Source: an optimization exercise on an open RTL-to-GDS flow (aim: small area and a short achievable clock period). Production flows keep margins and buffers that such runs may drop. Function was checked by simulation only, so behaviour that the tests miss may differ from the original.

==> job 2957 <==
==> flow/design.v (excerpt) <==
module mul_pipe_unit #(
   parameter int WIDTH   = 32,
   parameter int LATENCY = 4
) (
   input  logic               clk,
   input  logic               rst,
   input  logic               start,
   input  logic               is_signed,
   input  logic [WIDTH-1:0]   a,
   input  logic [WIDTH-1:0]   b,
   input  logic               flush,
   output logic               busy,
   output logic               done,
   output logic [2*WIDTH-1:0] result,
   output logic [1:0]         dbg_state
);
   logic              busy_r;
   logic              done_r;
   logic [1:0]        ph;
   logic [63:0]       result_r;
   logic [32:0]       a_r;      
   logic [23:0]       bl;       
   logic              bp;       
   logic [5:0]        sel_neg, sel_one, sel_two;    
   logic [5:0]        nx_neg, nx_one, nx_two;       
   logic [12:0]       nb;       
   logic [32:0]       acc;      
   logic [44:0]       sum;
   logic [44:0]       rx, ry;
   logic [10:0]        dn;       
   logic [10:0]        dc;       
   logic [10:0]        rc;       
   logic [39:0]       rhi;      
   wire s1;
   wire c2;
   wire s3;
   wire c4;
   wire s5;
   wire c6;
   wire s7;
   wire c8;
   wire s9;
   wire c10;
   wire s11;
   wire c12;
   wire s13;
   wire c14;
   wire s15;
   wire c16;
   wire s17;
   wire c18;
   wire s19;
   wire c20;
   wire s21;
   wire c22;
   wire s23;
   wire c24;
   wire s25;
   wire c26;
   wire s27;
   wire c28;
   wire s29;
   wire c30;
   wire s31;
   wire c32;
   wire s33;
   wire c34;
   wire s35;
   wire c36;
   wire s37;
   wire c38;
   wire s39;
   wire c40;
   wire s41;
   wire c42;
   wire s43;
   wire c44;
  ...
Settings: LEC_CHECK=0, CAP_MARGIN=20, CORE_MARGIN=2, CORE_UTILIZATION=55, SLEW_MARGIN=20; clock period 11.0 ns.
standard.sh (not shown) runs the stock make flow with config.mk's settings and CLKGATE_MAP_FILE= SYNTH_SCRIPT=/design/flow/synth_recipe.tcl, a recipe that flattens the netlist after the stock synthesis.
==> flow/flow/run.sh <==
#!/bin/bash
# Own layout flow: the standard flow, with these changes.
#  1. After the standard synthesis, flow/faflip.py re-chooses the polarity of each full-adder cell
#     (FA(~a,~b,~c) = ~FA(a,b,c)) so that most of the inverters Yosys's extract_fa leaves between
#     adders go away. Registers and all other cells are untouched.
#  2. Ports are buffered with sky130_fd_sc_hd__buf_1 instead of the flow's default pick.
#  3. Up to CTS, repair_timing aims 6.6 ns beyond the clock period on the worst path only (no TNS
#     repair); routing and the steps after it run with the standard margin.
# Each step's output goes to a log file of its own here; ORFS's own logs are under orfs/logs.
set -euo pipefail
R=orfs/results/sky130hd/mul_pipe_unit/base
PORTS="BUFFER_PORTS_ARGS=-buffer_cell sky130_fd_sc_hd__buf_1"
bash standard.sh synth > log_synth.txt 2>&1
python3 flow/faflip.py $R/1_2_yosys.v $R/1_2_yosys.faflip.v > log_faflip.txt 2>&1
cp $R/1_2_yosys.v $R/1_2_yosys.orig.v
mv $R/1_2_yosys.faflip.v $R/1_2_yosys.v
rm -f $R/1_synth.odb
touch $R/1_2_yosys.v
bash standard.sh "$PORTS" SETUP_SLACK_MARGIN=6.6 TNS_END_PERCENT=0 cts > log_cts.txt 2>&1
bash standard.sh "$PORTS" finish > log_finish.txt 2>&1
Other scripts of this flow, unchanged in this note and not shown: flow/flow/faflip.py
==> job 3603 (differences from job 2957) <==
--- a/flow/design.v
+++ b/flow/design.v
@@ -25,13 +25,13 @@
    logic [5:0]        nx_neg, nx_one, nx_two;       
    logic [12:0]       nb;       
    logic [32:0]       acc;      
    logic [44:0]       sum;
    logic [44:0]       rx, ry;
-   logic [10:0]        dn;       
-   logic [10:0]        dc;       
-   logic [10:0]        rc;       
+   logic [5:0]        dn;       
+   logic [5:0]        dc;       
+   logic [5:0]        rc;       
    logic [39:0]       rhi;      
    wire s1;
    wire c2;
    wire s3;
    wire c4;
@@ -657,98 +657,98 @@
    assign pp5[29] = ((one5 & a_r[29]) | (two5 & a_r[28])) ^ neg5;
    assign pp5[30] = ((one5 & a_r[30]) | (two5 & a_r[29])) ^ neg5;
    assign pp5[31] = ((one5 & a_r[31]) | (two5 & a_r[30])) ^ neg5;
    assign pp5[32] = ((one5 & a_r[32]) | (two5 & a_r[31])) ^ neg5;
    assign pp5[33] = ((one5 & a_r[32]) | (two5 & a_r[32])) ^ neg5;
-   assign s1 = acc[6] ^ dc[2];
-   assign c2 = acc[6] & dc[2];
+   assign s1 = acc[6] ^ dc[1];
+   assign c2 = acc[6] & dc[1];
    assign s3 = acc[8] ^ neg4;
    assign c4 = acc[8] & neg4;
-   assign s5 = acc[9] ^ dc[3] ^ pp0[9];
-   assign c6 = (acc[9] & dc[3]) | (acc[9] & pp0[9]) | (dc[3] & pp0[9]);
+   assign s5 = acc[9] ^ pp0[9];
+   assign c6 = acc[9] & pp0[9];
    assign s7 = acc[10] ^ neg5 ^ pp0[10];
    assign c8 = (acc[10] & neg5) | (acc[10] & pp0[10]) | (neg5 & pp0[10]);
    assign s9 = pp1[8] ^ pp2[6];
    assign c10 = pp1[8] & pp2[6];
    assign s11 = acc[11] ^ pp0[11] ^ pp1[9];
    assign c12 = (acc[11] & pp0[11]) | (acc[11] & pp1[9]) | (pp0[11] & pp1[9]);
    assign s13 = pp2[7] ^ pp3[5];
    assign c14 = pp2[7] & pp3[5];
-   assign s15 = acc[12] ^ dc[4] ^ pp0[12];
-   assign c16 = (acc[12] & dc[4]) | (acc[12] & pp0[12]) | (dc[4] & pp0[12]);
+   assign s15 = acc[12] ^ dc[2] ^ pp0[12];
+   assign c16 = (acc[12] & dc[2]) | (acc[12] & pp0[12]) | (dc[2] & pp0[12]);
    assign s17 = pp1[10] ^ pp2[8] ^ pp3[6];
    assign c18 = (pp1[10] & pp2[8]) | (pp1[10] & pp3[6]) | (pp2[8] & pp3[6]);
    assign s19 = acc[13] ^ pp0[13] ^ pp1[11];
    assign c20 = (acc[13] & pp0[13]) | (acc[13] & pp1[11]) | (pp0[13] & pp1[11]);
    assign s21 = pp2[9] ^ pp3[7];
    assign c22 = pp2[9] & pp3[7];
    assign s23 = acc[14] ^ pp0[14] ^ pp1[12];
    assign c24 = (acc[14] & pp0[14]) | (acc[14] & pp1[12]) | (pp0[14] & pp1[12]);
    assign s25 = pp2[10] ^ pp3[8];
    assign c26 = pp2[10] & pp3[8];
-   assign s27 = acc[15] ^ dc[5] ^ pp0[15];
-   assign c28 = (acc[15] & dc[5]) | (acc[15] & pp0[15]) | (dc[5] & pp0[15]);
-   assign s29 = pp1[13] ^ pp2[11] ^ pp3[9];
-   assign c30 = (pp1[13] & pp2[11]) | (pp1[13] & pp3[9]) | (pp2[11] & pp3[9]);
+   assign s27 = acc[15] ^ pp0[15] ^ pp1[13];
+   assign c28 = (acc[15] & pp0[15]) | (acc[15] & pp1[13]) | (pp0[15] & pp1[13]);
+   assign s29 = pp2[11] ^ pp3[9];
+   assign c30 = pp2[11] & pp3[9];
    assign s31 = acc[16] ^ pp0[16] ^ pp1[14];
    assign c32 = (acc[16] & pp0[16]) | (acc[16] & pp1[14]) | (pp0[16] & pp1[14]);
    assign s33 = pp2[12] ^ pp3[10];
    assign c34 = pp2[12] & pp3[10];
    assign s35 = acc[17] ^ pp0[17] ^ pp1[15];
    assign c36 = (acc[17] & pp0[17]) | (acc[17] & pp1[15]) | (pp0[17] & pp1[15]);
    assign s37 = pp2[13] ^ pp3[11];
    assign c38 = pp2[13] & pp3[11];
-   assign s39 = acc[18] ^ dc[6] ^ pp0[18];
-   assign c40 = (acc[18] & dc[6]) | (acc[18] & pp0[18]) | (dc[6] & pp0[18]);
+   assign s39 = acc[18] ^ dc[3] ^ pp0[18];
+   assign c40 = (acc[18] & dc[3]) | (acc[18] & pp0[18]) | (dc[3] & pp0[18]);
    assign s41 = pp1[16] ^ pp2[14] ^ pp3[12];
    assign c42 = (pp1[16] & pp2[14]) | (pp1[16] & pp3[12]) | (pp2[14] & pp3[12]);
    assign s43 = acc[19] ^ pp0[19] ^ pp1[17];
    assign c44 = (acc[19] & pp0[19]) | (acc[19] & pp1[17]) | (pp0[19] & pp1[17]);
    assign s45 = pp2[15] ^ pp3[13];
    assign c46 = pp2[15] & pp3[13];
    assign s47 = acc[20] ^ pp0[20] ^ pp1[18];
    assign c48 = (acc[20] & pp0[20]) | (acc[20] & pp1[18]) | (pp0[20] & pp1[18]);
    assign s49 = pp2[16] ^ pp3[14];
    assign c50 = pp2[16] & pp3[14];
-   assign s51 = acc[21] ^ dc[7] ^ pp0[21];
-   assign c52 = (acc[21] & dc[7]) | (acc[21] & pp0[21]) | (dc[7] & pp0[21]);
-   assign s53 = pp1[19] ^ pp2[17] ^ pp3[15];
-   assign c54 = (pp1[19] & pp2[17]) | (pp1[19] & pp3[15]) | (pp2[17] & pp3[15]);
+   assign s51 = acc[21] ^ pp0[21] ^ pp1[19];
+   assign c52 = (acc[21] & pp0[21]) | (acc[21] & pp1[19]) | (pp0[21] & pp1[19]);
+   assign s53 = pp2[17] ^ pp3[15];
+   assign c54 = pp2[17] & pp3[15];
    assign s55 = acc[22] ^ pp0[22] ^ pp1[20];
    assign c56 = (acc[22] & pp0[22]) | (acc[22] & pp1[20]) | (pp0[22] & pp1[20]);
    assign s57 = pp2[18] ^ pp3[16];
    assign c58 = pp2[18] & pp3[16];
    assign s59 = acc[23] ^ pp0[23] ^ pp1[21];
    assign c60 = (acc[23] & pp0[23]) | (acc[23] & pp1[21]) | (pp0[23] & pp1[21]);
    assign s61 = pp2[19] ^ pp3[17];
    assign c62 = pp2[19] & pp3[17];
-   assign s63 = acc[24] ^ dc[8] ^ pp0[24];
-   assign c64 = (acc[24] & dc[8]) | (acc[24] & pp0[24]) | (dc[8] & pp0[24]);
+   assign s63 = acc[24] ^ dc[4] ^ pp0[24];
+   assign c64 = (acc[24] & dc[4]) | (acc[24] & pp0[24]) | (dc[4] & pp0[24]);
    assign s65 = pp1[22] ^ pp2[20] ^ pp3[18];
    assign c66 = (pp1[22] & pp2[20]) | (pp1[22] & pp3[18]) | (pp2[20] & pp3[18]);
    assign s67 = acc[25] ^ pp0[25] ^ pp1[23];
    assign c68 = (acc[25] & pp0[25]) | (acc[25] & pp1[23]) | (pp0[25] & pp1[23]);
    assign s69 = pp2[21] ^ pp3[19];
    assign c70 = pp2[21] & pp3[19];
    assign s71 = acc[26] ^ pp0[26] ^ pp1[24];
    assign c72 = (acc[26] & pp0[26]) | (acc[26] & pp1[24]) | (pp0[26] & pp1[24]);
    assign s73 = pp2[22] ^ pp3[20];
    assign c74 = pp2[22] & pp3[20];
-   assign s75 = acc[27] ^ dc[9] ^ pp0[27];
-   assign c76 = (acc[27] & dc[9]) | (acc[27] & pp0[27]) | (dc[9] & pp0[27]);
-   assign s77 = pp1[25] ^ pp2[23] ^ pp3[21];
-   assign c78 = (pp1[25] & pp2[23]) | (pp1[25] & pp3[21]) | (pp2[23] & pp3[21]);
+   assign s75 = acc[27] ^ pp0[27] ^ pp1[25];
+   assign c76 = (acc[27] & pp0[27]) | (acc[27] & pp1[25]) | (pp0[27] & pp1[25]);
+   assign s77 = pp2[23] ^ pp3[21];
+   assign c78 = pp2[23] & pp3[21];
    assign s79 = acc[28] ^ pp0[28] ^ pp1[26];
    assign c80 = (acc[28] & pp0[28]) | (acc[28] & pp1[26]) | (pp0[28] & pp1[26]);
    assign s81 = pp2[24] ^ pp3[22];
    assign c82 = pp2[24] & pp3[22];
    assign s83 = acc[29] ^ pp0[29] ^ pp1[27];
    assign c84 = (acc[29] & pp0[29]) | (acc[29] & pp1[27]) | (pp0[29] & pp1[27]);
    assign s85 = pp2[25] ^ pp3[23];
    assign c86 = pp2[25] & pp3[23];
-   assign s87 = acc[30] ^ dc[10] ^ pp0[30];
-   assign c88 = (acc[30] & dc[10]) | (acc[30] & pp0[30]) | (dc[10] & pp0[30]);
+   assign s87 = acc[30] ^ dc[5] ^ pp0[30];
+   assign c88 = (acc[30] & dc[5]) | (acc[30] & pp0[30]) | (dc[5] & pp0[30]);
    assign s89 = pp1[28] ^ pp2[26] ^ pp3[24];
    assign c90 = (pp1[28] & pp2[26]) | (pp1[28] & pp3[24]) | (pp2[26] & pp3[24]);
    assign s91 = acc[31] ^ pp0[31] ^ pp1[29];
    assign c92 = (acc[31] & pp0[31]) | (acc[31] & pp1[29]) | (pp0[31] & pp1[29]);
    assign s93 = pp2[27] ^ pp3[25];
@@ -895,12 +895,12 @@
    assign c234 = 1'b1 & pp3[32];
    assign s235 = acc[0] ^ dc[0];
    assign c236 = acc[0] & dc[0];
    assign s237 = acc[2] ^ neg1;
    assign c238 = acc[2] & neg1;
-   assign s239 = acc[3] ^ dc[1] ^ pp0[3];
-   assign c240 = (acc[3] & dc[1]) | (acc[3] & pp0[3]) | (dc[1] & pp0[3]);
+   assign s239 = acc[3] ^ pp0[3];
+   assign c240 = acc[3] & pp0[3];
    assign s241 = pp0[4] ^ pp1[2] ^ pp2[0];
    assign c242 = (pp0[4] & pp1[2]) | (pp0[4] & pp2[0]) | (pp1[2] & pp2[0]);
    assign s243 = pp1[3] ^ pp2[1] ^ c104;
    assign c244 = (pp1[3] & pp2[1]) | (pp1[3] & c104) | (pp2[1] & c104);
    assign s245 = pp3[0] ^ c106 ^ s107;
@@ -1060,20 +1060,15 @@
    assign s399 = 1'b1 ^ pp5[32];
    assign c400 = 1'b1 & pp5[32];
    assign rx  = {1'b1, c400, c398, c396, c394, c392, c390, c388, c386, c384, c382, c380, c378, c376, c374, c372, c370, c368, c366, c364, c362, c360, c358, c356, c354, c352, c350, c348, c346, c344, c342, c340, c338, c336, c334, c332, c330, c328, c326, c324, c322, c320, c318, c316, s315};
    assign ry  = {1'b0, ~pp5[33], s399, s397, s395, s393, s391, s389, s387, s385, s383, s381, s379, s377, s375, s373, s371, s369, s367, s365, s363, s361, s359, s357, s355, s353, s351, s349, s347, s345, s343, s341, s339, s337, s335, s333, s331, s329, s327, s325, s323, s321, s319, s317, pp0[0]};
    assign {dn[0], sum[11:0]} = {1'b0, rx[11:0]} + {1'b0, ry[11:0]};
-   assign {dn[1], sum[14:12]} = {1'b0, rx[14:12]} + {1'b0, ry[14:12]};
-   assign {dn[2], sum[17:15]} = {1'b0, rx[17:15]} + {1'b0, ry[17:15]};
-   assign {dn[3], sum[20:18]} = {1'b0, rx[20:18]} + {1'b0, ry[20:18]};
-   assign {dn[4], sum[23:21]} = {1'b0, rx[23:21]} + {1'b0, ry[23:21]};
-   assign {dn[5], sum[26:24]} = {1'b0, rx[26:24]} + {1'b0, ry[26:24]};
-   assign {dn[6], sum[29:27]} = {1'b0, rx[29:27]} + {1'b0, ry[29:27]};
-   assign {dn[7], sum[32:30]} = {1'b0, rx[32:30]} + {1'b0, ry[32:30]};
-   assign {dn[8], sum[35:33]} = {1'b0, rx[35:33]} + {1'b0, ry[35:33]};
-   assign {dn[9], sum[38:36]} = {1'b0, rx[38:36]} + {1'b0, ry[38:36]};
-   assign {dn[10], sum[41:39]} = {1'b0, rx[41:39]} + {1'b0, ry[41:39]};
+   assign {dn[1], sum[17:12]} = {1'b0, rx[17:12]} + {1'b0, ry[17:12]};
+   assign {dn[2], sum[23:18]} = {1'b0, rx[23:18]} + {1'b0, ry[23:18]};
+   assign {dn[3], sum[29:24]} = {1'b0, rx[29:24]} + {1'b0, ry[29:24]};
+   assign {dn[4], sum[35:30]} = {1'b0, rx[35:30]} + {1'b0, ry[35:30]};
+   assign {dn[5], sum[41:36]} = {1'b0, rx[41:36]} + {1'b0, ry[41:36]};
    assign sum[44:42] = rx[44:42] + ry[44:42];
    assign nb = busy_r ? {bl[11:0], bp} : {b[11:0], 1'b0};
    always_comb begin
       for (int i = 0; i < 6; i++) begin
          nx_neg[i] = nb[2*i+2];
@@ -1125,9 +1120,9 @@
       sel_one <= nx_one;
       sel_two <= nx_two;
    end
    assign busy      = busy_r;
    assign done      = done_r;
-   assign rhi       = result_r[63:24] + ((40'(rc[0]) << 12) | (40'(rc[1]) << 15) | (40'(rc[2]) << 18) | (40'(rc[3]) << 21) | (40'(rc[4]) << 24) | (40'(rc[5]) << 27) | (40'(rc[6]) << 30) | (40'(rc[7]) << 33) | (40'(rc[8]) << 36) | (40'(rc[9]) << 39));
+   assign rhi       = result_r[63:24] + ((40'(rc[0]) << 12) | (40'(rc[1]) << 18) | (40'(rc[2]) << 24) | (40'(rc[3]) << 30) | (40'(rc[4]) << 36));
    assign result    = {rhi, result_r[23:0]};
    assign dbg_state = {1'b0, busy_r};
 endmodule
==> run summary <==
Between job 3603 and job 2957, the lower non-clock buffer count is in job 2957 (gap 72).
Design area: job 3603 is larger than job 2957 (about 3%).
Against job 3603, the worst hold slack of job 2957 is better by 0.0016 ns.
Between job 3603 and job 2957, the lower global-route usage is in job 2957 (gap 1.9 points).
Against job 2957, the clock skew of job 3603 is lower by 0.0077 ns.
Against job 2957, the critical path depth of job 3603 is higher by 5.
Between job 2957 and job 3603, the lower via count is in job 2957 (gap 2.2%, measured against job 3603).

[what the ideal ports hide]
In the flow no input, the clock included, has a driving cell. The finished layouts below were timed again as built, in two steps.
Step 1 sets driving cells, clkbuf_16 on the clock port and buf_2 on the other inputs (assumed; they add their load-dependent delay and slew).
Step 2 times the ports against the registers' clock, not the clock port: input delays grow and output delays shrink by t, the midpoint of the rising clock arrivals with the driver on.
Slacks: no drivers / after step 1 / after step 2; pairs: no drivers / after step 1.
run	shift t [ns]	setup slack, ns	hold slack, ns	latest minus earliest clock arrival (ns)	worst slew at a driven data input, ns
job 2957	0.517	6.319 / 6.268 / 6.388	0.455 / 0.455 / 0.455	0.023 / 0.024	0.06
job 3603	0.506	6.461 / 6.461 / 6.461	0.453 / 0.453 / 0.453	0.016 / 0.016	0.05
After both steps setup and hold are still met in every run listed.
